What follows belongs to an exercise in optimizing a design on an open flow for small area; a production flow would make more cautious choices. The RTL was checked by simulation tests, not by an equivalence proof against the original design. Power and IR drop assume default switching activity.

==> design.v <==
package mps_pkg;
    typedef logic [7:0]  t_byte;
    typedef logic [62:0] t_addr;
    localparam int ADDR_W = 63;
    localparam int CFG_DATA_W = 64;
    localparam int CFG_INDEX_W = 3;
    localparam logic [1:0] MODE_CHAR = 2'd0;
    localparam logic [1:0] MODE_NUM  = 2'd1;
    localparam logic [1:0] MODE_STR  = 2'd2;
    localparam logic [CFG_INDEX_W-1:0] REG_SCAN_MODE     = 3'd0;
    localparam logic [CFG_INDEX_W-1:0] REG_CHAR_VALUE    = 3'd1;
    localparam logic [CFG_INDEX_W-1:0] REG_NUMERIC_VALUE = 3'd2;
    localparam logic [CFG_INDEX_W-1:0] REG_PATTERN_LOW   = 3'd3;
    localparam logic [CFG_INDEX_W-1:0] REG_PATTERN_HIGH  = 3'd4;
    localparam logic [CFG_INDEX_W-1:0] REG_PATTERN_LEN   = 3'd5;
    localparam logic [CFG_INDEX_W-1:0] REG_START_ADDR    = 3'd6;
    typedef struct packed {
        logic shift;    
        logic active;   
    } t_cell_ctrl;
endpackage
module mps_cell
(
    input  logic       i_clk,
    input  mps_pkg::t_cell_ctrl i_ctrl,
    input  mps_pkg::t_byte i_byte,
    input  mps_pkg::t_byte i_pat_byte,
    output mps_pkg::t_byte o_byte,
    output logic       o_hit
);
    mps_pkg::t_byte r_byte;
    always_ff @(posedge i_clk) begin
        if (i_ctrl.shift) begin
            r_byte <= i_byte;
        end
    end
    assign o_byte = r_byte;
    assign o_hit  = !i_ctrl.active || (i_byte == i_pat_byte);
endmodule
module memory_pattern_scanner
#(
    parameter int PATTERN_MAX = 16
) (
    input  logic                   i_clk,
    input  logic                   i_rst_n,
    input  logic                   i_in_valid,
    output logic                   o_in_ready,
    input  mps_pkg::t_byte             i_in_data_byte,
    input  logic                   i_in_last_byte,
    output logic                   o_out_valid,
    input  logic                   i_out_ready,
    output mps_pkg::t_addr             o_out_match_address,
    input  logic                   i_cfg_we,
    input  logic [mps_pkg::CFG_INDEX_W-1:0] i_cfg_index,
    input  logic [mps_pkg::CFG_DATA_W-1:0]  i_cfg_data
);
    localparam int LW = $clog2(PATTERN_MAX + 1);
    localparam int IW = (PATTERN_MAX > 1) ? $clog2(PATTERN_MAX) : 1;
    localparam int PD = 2 ** IW;
    logic [1:0]  r_scan_mode;
    mps_pkg::t_byte       r_char_value;
    logic [31:0] r_numeric_value;
    logic [63:0] r_pattern_low;
    logic [63:0] r_pattern_high;
    logic [4:0]  r_pattern_len;
    mps_pkg::t_addr       r_start_addr;
    always_ff @(posedge i_clk) begin
        if (!i_rst_n) begin
            r_scan_mode     <= mps_pkg::MODE_CHAR;
            r_char_value    <= '0;
            r_numeric_value <= '0;
            r_pattern_low   <= '0;
            r_pattern_high  <= '0;
            r_pattern_len   <= 5'd1;
            r_start_addr    <= '0;
        end else if (i_cfg_we) begin
            unique case (i_cfg_index)
                mps_pkg::REG_SCAN_MODE:     r_scan_mode     <= i_cfg_data[1:0];
                mps_pkg::REG_CHAR_VALUE:    r_char_value    <= i_cfg_data[7:0];
                mps_pkg::REG_NUMERIC_VALUE: r_numeric_value <= i_cfg_data[31:0];
                mps_pkg::REG_PATTERN_LOW:   r_pattern_low   <= i_cfg_data;
                mps_pkg::REG_PATTERN_HIGH:  r_pattern_high  <= i_cfg_data;
                mps_pkg::REG_PATTERN_LEN:   r_pattern_len   <= i_cfg_data[4:0];
                mps_pkg::REG_START_ADDR:    r_start_addr    <= i_cfg_data[mps_pkg::ADDR_W-1:0];
                default: ;
            endcase
        end
    end
    logic [LW-1:0] used_len;
    always_comb begin
        if (r_pattern_len == 5'd0) begin
            used_len = LW'(1);
        end else if (r_pattern_len > 5'(PATTERN_MAX)) begin
            used_len = LW'(PATTERN_MAX);
        end else begin
            used_len = r_pattern_len[LW-1:0];
        end
    end
    mps_pkg::t_byte pat [PD];
    for (genvar j = 0; j < PD; j++) begin : g_pat
        if (j < 8) begin : g_low
            assign pat[j] = r_pattern_low[j*8 +: 8];
        end else begin : g_high
            assign pat[j] = r_pattern_high[(j-8)*8 +: 8];
        end
    end
    logic  r_out_valid;
    mps_pkg::t_addr r_out_addr;
    logic  accept;
    assign o_in_ready = !r_out_valid || i_out_ready;
    assign accept     = i_in_valid && o_in_ready;
    mps_pkg::t_byte chain_in  [PATTERN_MAX];
    mps_pkg::t_byte chain_out [PATTERN_MAX];
    logic [PATTERN_MAX-1:0] cell_hit;
    for (genvar k = 0; k < PATTERN_MAX; k++) begin : g_cell
        mps_pkg::t_cell_ctrl    ctrl;
        logic [LW-1:0] pat_idx;
        if (k == 0) begin : g_head
            assign chain_in[k] = i_in_data_byte;
        end else begin : g_link
            assign chain_in[k] = chain_out[k-1];
        end
        assign pat_idx     = used_len - LW'(k + 1);
        assign ctrl.shift  = accept;
        assign ctrl.active = (LW'(k) < used_len);
        mps_cell u_cell (
            .i_clk      (i_clk),
            .i_ctrl     (ctrl),
            .i_byte     (chain_in[k]),
            .i_pat_byte (pat[pat_idx[IW-1:0]]),
            .o_byte     (chain_out[k]),
            .o_hit      (cell_hit[k])
        );
    end
    logic [LW-1:0] r_fill;
    mps_pkg::t_addr         r_addr;
    logic [LW-1:0] fill_next;
    mps_pkg::t_addr         base_addr;
    mps_pkg::t_addr         hit_addr;
    logic          hit;
    assign fill_next = (r_fill == LW'(PATTERN_MAX)) ? r_fill : r_fill + LW'(1);
    assign base_addr = (r_fill == '0) ? r_start_addr : r_addr;
    always_comb begin
        hit      = 1'b0;
        hit_addr = base_addr;
        unique case (r_scan_mode)
            mps_pkg::MODE_CHAR: hit = (i_in_data_byte == r_char_value);
            mps_pkg::MODE_NUM: begin
                hit = (r_numeric_value[31:7] == '0) && (r_numeric_value[6:0] != '0)
                      && (i_in_data_byte == {1'b0, r_numeric_value[6:0]});
            end
            mps_pkg::MODE_STR: begin
                hit      = (fill_next >= used_len) && (&cell_hit);
                hit_addr = base_addr - mps_pkg::ADDR_W'(used_len - LW'(1));
            end
            default: hit = 1'b0;
        endcase
    end
    always_ff @(posedge i_clk) begin
        if (!i_rst_n) begin
            r_fill <= '0;
        end else if (accept) begin
            r_fill <= i_in_last_byte ? '0 : fill_next;
        end
    end
    always_ff @(posedge i_clk) begin
        if (accept) begin
            r_addr <= base_addr + mps_pkg::ADDR_W'(1);
        end
    end
    always_ff @(posedge i_clk) begin
        if (!i_rst_n) begin
            r_out_valid <= 1'b0;
        end else if (accept) begin
            r_out_valid <= hit;
        end else if (i_out_ready) begin
            r_out_valid <= 1'b0;
        end
    end
    always_ff @(posedge i_clk) begin
        if (accept && hit) begin
            r_out_addr <= hit_addr;
        end
    end
    assign o_out_valid         = r_out_valid;
    assign o_out_match_address = r_out_addr;
endmodule
==> run.sh <==
#!/bin/bash
# synth_recipe.tcl (not shown) runs the flow's synth.tcl, then flattens the netlist and writes it again
# the make line also repeats each setting of config.mk as NAME=value (left out here)
make -C /OpenROAD-flow-scripts/flow DESIGN_CONFIG=/design/flow/config.mk WORK_HOME=/design/flow/orfs CLKGATE_MAP_FILE= SYNTH_SCRIPT=/design/flow/synth_recipe.tcl finish
==> config.mk <==
export PLATFORM = sky130hd
export DESIGN_NAME = memory_pattern_scanner
export DESIGN_NICKNAME = memory_pattern_scanner
export VERILOG_FILES = /design/flow/design.v
export SDC_FILE = /design/flow/constraint.sdc
export NUM_CORES = 4
export LEC_CHECK = 0
export CAP_MARGIN = 20
export CORE_MARGIN = 2
export CORE_UTILIZATION = 40
export SLEW_MARGIN = 20
==> constraint.sdc <==
create_clock -name core_clock -period 8.0 [get_ports {i_clk}]
set_input_delay 1.6000 -clock core_clock [delete_from_list [all_inputs] [get_ports {i_clk}]]
set_output_delay 1.6000 -clock core_clock [all_outputs]
set_load 0.01 [all_outputs]
==> impl_metrics.json <==
{
  "path_max_fanout": 38,
  "synth.area.top_cells": "edfxtp_1 (19%), dfxtp_1 (13%), nand2_1 (9.3%), a21oi_1 (6.9%), mux2i_1 (4.1%)",
  "drcViolationCount": 0,
  "drt_first_pass_iters": 10,
  "worstPathCellList": "nor3_1 -> nor2_1 -> nor2_1 -> inv_1 -> ha_4 -> buf_4 -> a222oi_1 -> a21oi_1 -> nor3_1 -> a21oi_1 -> o32ai_1 -> xnor2_1 -> nor3_1 -> and3_1 -> and3_1 -> o211ai_1 -> o41ai_1 -> buf_4 -> and2_4 -> buf_12",
  "crit_type": "flip-flop to flip-flop",
  "initial_core_util_pct": 40.5,
  "grt_max_degree": 205,
  "ctsHtreeMaxLevel": 2,
  "worstPathRequired_ns": 8.39,
  "ir_worst_vdd_mv": 0.173,
  "grt_first_pass_wirelength_um": 279000,
  "cts_num_sinks": 490,
  "slowest_delay_ns": 0.93,
  "synth_edf_count": 246,
  "drv_slew": 0,
  "ys_seq_area_share_pct": 32.4,
  "wl_per_cell_um": 33.1,
  "syn_avg_cell_area_um2": 7.85,
  "fin_crit_sh_pct": 96.2,
  "critPathMostFrequentCell": "nor3_1",
  "dpl_cell_area_mm2": 0.0404,
  "p_leak_nw": 15.1,
  "postLayoutCellArea_mm2": 0.0424,
  "ant_nets": 0,
  "die_area_mm2": 0.0972,
  "cts_buffers": 58,
  "rsz0062_at_grt": "no",
  "die_h_um": 312,
  "syn_inst": 4827,
  "slew_headroom_pct": 12.4,
  "cts_tree": "yes",
  "yosys.area.top_type_share_pct": 19.5,
  "yosysWarnings": 7,
  "r2r-start": "r_pattern_len[2]",
  "ys_seq_elements": 490,
  "fin_skew_ns": 0.0770,
  "area_delta_synth_final_pct": 11.8,
  "port_buffers": 145,
  "grt_antenna_before_repair": 5,
  "setup_viol": 0,
  "r2r_cells": 20,
  "viasPerCell": 6.71,
  "synth_area_mm2": 0.0379,
  "core_mm2": 0.0936,
  "ctsResizeCount": 0,
  "fill_cells": 9498,
  "synth_top_cells_by_count": "nand2_1 (943), a21oi_1 (521), clkbuf_1 (346), nor2_1 (266), edfxtp_1 (246)",
  "yosysTopAreaCell": "edfxtp_1",
  "path_depth": 20,
  "rows": 112,
  "critPathSlowestCell": "o32ai_1",
  "ys_types": 102,
  "post_cts_buffers": 0,
  "layout_min_cycle_time_ns": 7.69,
  "synth_fp_nets": 4998,
  "grt_overflow": 0,
  "dpl.hpwl_um": 142000,
  "synthArstFlopShare_pct": 0,
  "start_kind": "flip-flop",
  "fin_tns_setup_ns": 0,
  "worstPathArrival_ns": 8.09,
  "hp-class": "flip-flop to flip-flop",
  "crit_path_start": "r_pattern_len[2]",
  "synth_most_common_cell": "nand2_1",
  "status": "finished clean",
  "cp-endpoint": "r_out_addr[62]",
  "timing.final.hold_violations": 0,
  "layout-drive-gt1-share_pct": 7.78,
  "ios": 146,
  "rrSetupSlack_ns": 0.31,
  "ys.flop_type": "edfxtp_1",
  "clk_latency_ns": 0.73,
  "wl_um": 198000,
  "via_count": 40200,
  "dr.first_iter.drc_count": 6512,
  "tightest_slew_ns": 1.31,
  "fin_nets": 4852,
  "reg2reg_to": "r_out_addr[62]",
  "cp-end-kind": "flip-flop",
  "max_freq_mhz": 130,
  "crit_buf_inv": 4,
  "track_usage_pct": 39.3,
  "dieWidth_um": 312,
  "grt_pass1_vias": 37000,
  "clockRootBuffer": "clkbuf_16",
  "place_congestion": 1.08,
  "cts_buffer_depth": 3,
  "power_density_mw_per_mm2": 170,
  "max_cap_viol_count": 0,
  "cpLargestDelayFamily": "compound AO/OA/AOI/OAI gates",
  "path_clk_slew_ns": 0.06,
  "ctsHoldBuffers": 0
}
==> flip-flops by register name, summed over array words and instances (netlist names) <==
| signal | count |
|---|---|
| g_cell.u_cell.r_byte | 120 |
| r_pattern_low | 64 |
| r_start_addr | 63 |
| r_scan_mode | 2 |
| r_out_addr | 63 |
| r_pattern_len | 5 |
| r_char_value | 8 |
| r_out_valid | 1 |
| r_fill | 5 |
| r_addr | 63 |
| r_numeric_value | 32 |
| r_pattern_high | 64 |
==> routing by layer <==
layer | track usage, % | up-vias | share of wire (%)
li1 | - | 17500 | -
met1 | 51.0 | 19100 | 39
met2 | 56.0 | 2816 | 41
met3 | 12.8 | 692 | 12
met4 | 24.5 | 2 | 7.8
met5 | 0 | - | 0.0045
==> worst min-delay path by stage <==
stage / from / end / cells past startpoint / slack (ns)
after floorplan: r_numeric_value[20] / r_numeric_value[20] / 2 / 0.43
after global placement: r_numeric_value[17] / r_numeric_value[17] / 2 / 0.44
after detailed placement: r_start_addr[0] / r_start_addr[0] / 2 / 0.45
after CTS: r_start_addr[0] / r_start_addr[0] / 2 / 0.46
after global routing: r_start_addr[9] / r_start_addr[9] / 2 / 0.47
final: r_start_addr[0] / r_start_addr[0] / 2 / 0.46
==> report_power, final <==
group	switching, mW	leakage, nW	internal, mW
Sequential	0.127	4.43	2.73
Clock	1.20	0.967	1.58
Combinational	1.03	9.68	0.554
Total	2.36	15.1	4.86
==> cells in the final DEF (no fill, tap or decap), types with 54 or more instances in the layout <==
master / instances
nand2_1: 942
a21oi_1: 521
nor2_1: 264
edfxtp_1: 246
dfxtp_1: 244
nand3_1: 160
mux2i_1: 154
clkdlybuf4s50_1: 145
a22oi_1: 138
xnor2_1: 137
buf_4: 136
o21ai_0: 134
xor2_1: 118
inv_1: 80
ha_1: 80
a222oi_1: 79
a21o_1: 68
clkbuf_16: 63
a31oi_1: 60
nand4_1: 57
a22o_1: 54
==> stage by stage <==
step | hold slack [ns] | setup slack [ns] | total power [mW] | utilization (%) | cells
global route | 0.470 | 0.352 | 7.44 | 45.2 | 5982
global placement | 0.438 | 0.759 | 4.43 | 43.1 | 5875
CTS | 0.456 | 0.919 | 7.19 | 45.2 | 5982
detailed placement | 0.447 | 0.877 | 4.42 | 43.1 | 5875
finish | 0.455 | 0.307 | 7.22 | 45.2 | 5986
floorplan | 0.431 | 1.21 | 3.85 | - | 4827
==> kinds of logic after synthesis <==
kind of cell               Yosys count  synth area share (%)
buffers and inverters              589                  6.27
and+or+nand+nor                   1694                  19.6
xor gates and xnor gates           260                  6.12
AOI/OAI and AO/OA                 1503                  27.0
DFF                                490                  32.4
muxes                              201                  5.67
adders and majority gates           90                  2.99
==> worst min-delay path: cells and delay by family (launching register included) <==
family	cells	cell delay (ns)
AO/OA/AOI/OAI	1	0.05
flip-flops	1	0.31
AND/OR/NAND/NOR	1	0.05
==> area by class of cell <==
type | instances | area [um2] | share of cell area (%)
Clock buffer | 78 | 1670 | 3.95
Clock inverter | 29 | 305 | 0.721
Multi-Input combinational cell | 3748 | 23500 | 55.4
Sequential cell | 490 | 12300 | 29.0
Inverter | 90 | 348 | 0.821
Tap cell | 1254 | 1570 | 3.70
Timing Repair Buffer | 293 | 2710 | 6.40
Antenna cell | 4 | 10.0 | 0.0236

re-timing with driven ports:
In the flow no input, the clock included, has a driving cell. The finished layout below was timed again as built, in two steps.
Step 1 sets driving cells, clkbuf_16 on the clock port and buf_2 on the other inputs (assumed; they add their load-dependent delay and slew).
Step 2, shift: input delay + t, output delay - t, t = (earliest + latest rising clock arrival at the registers) / 2. This alone moves slack from input paths to output paths.
Slacks: ideal ports / drivers / drivers and shift; pairs: ideal ports / drivers.
t (ns): 0.762
setup slack, ns: 0.307 / 0.307 / 0.307
hold WS [ns]: 0.455 / 0.455 / 0.455
clock arrival spread, ns: 0.077 / 0.077
worst slew at a driven data input, ns: 0.09
After both steps setup and hold are still met in this run. For this run, drivers alone change the setup slack by 0.000 ns; drivers and shift together by 0.000 ns.
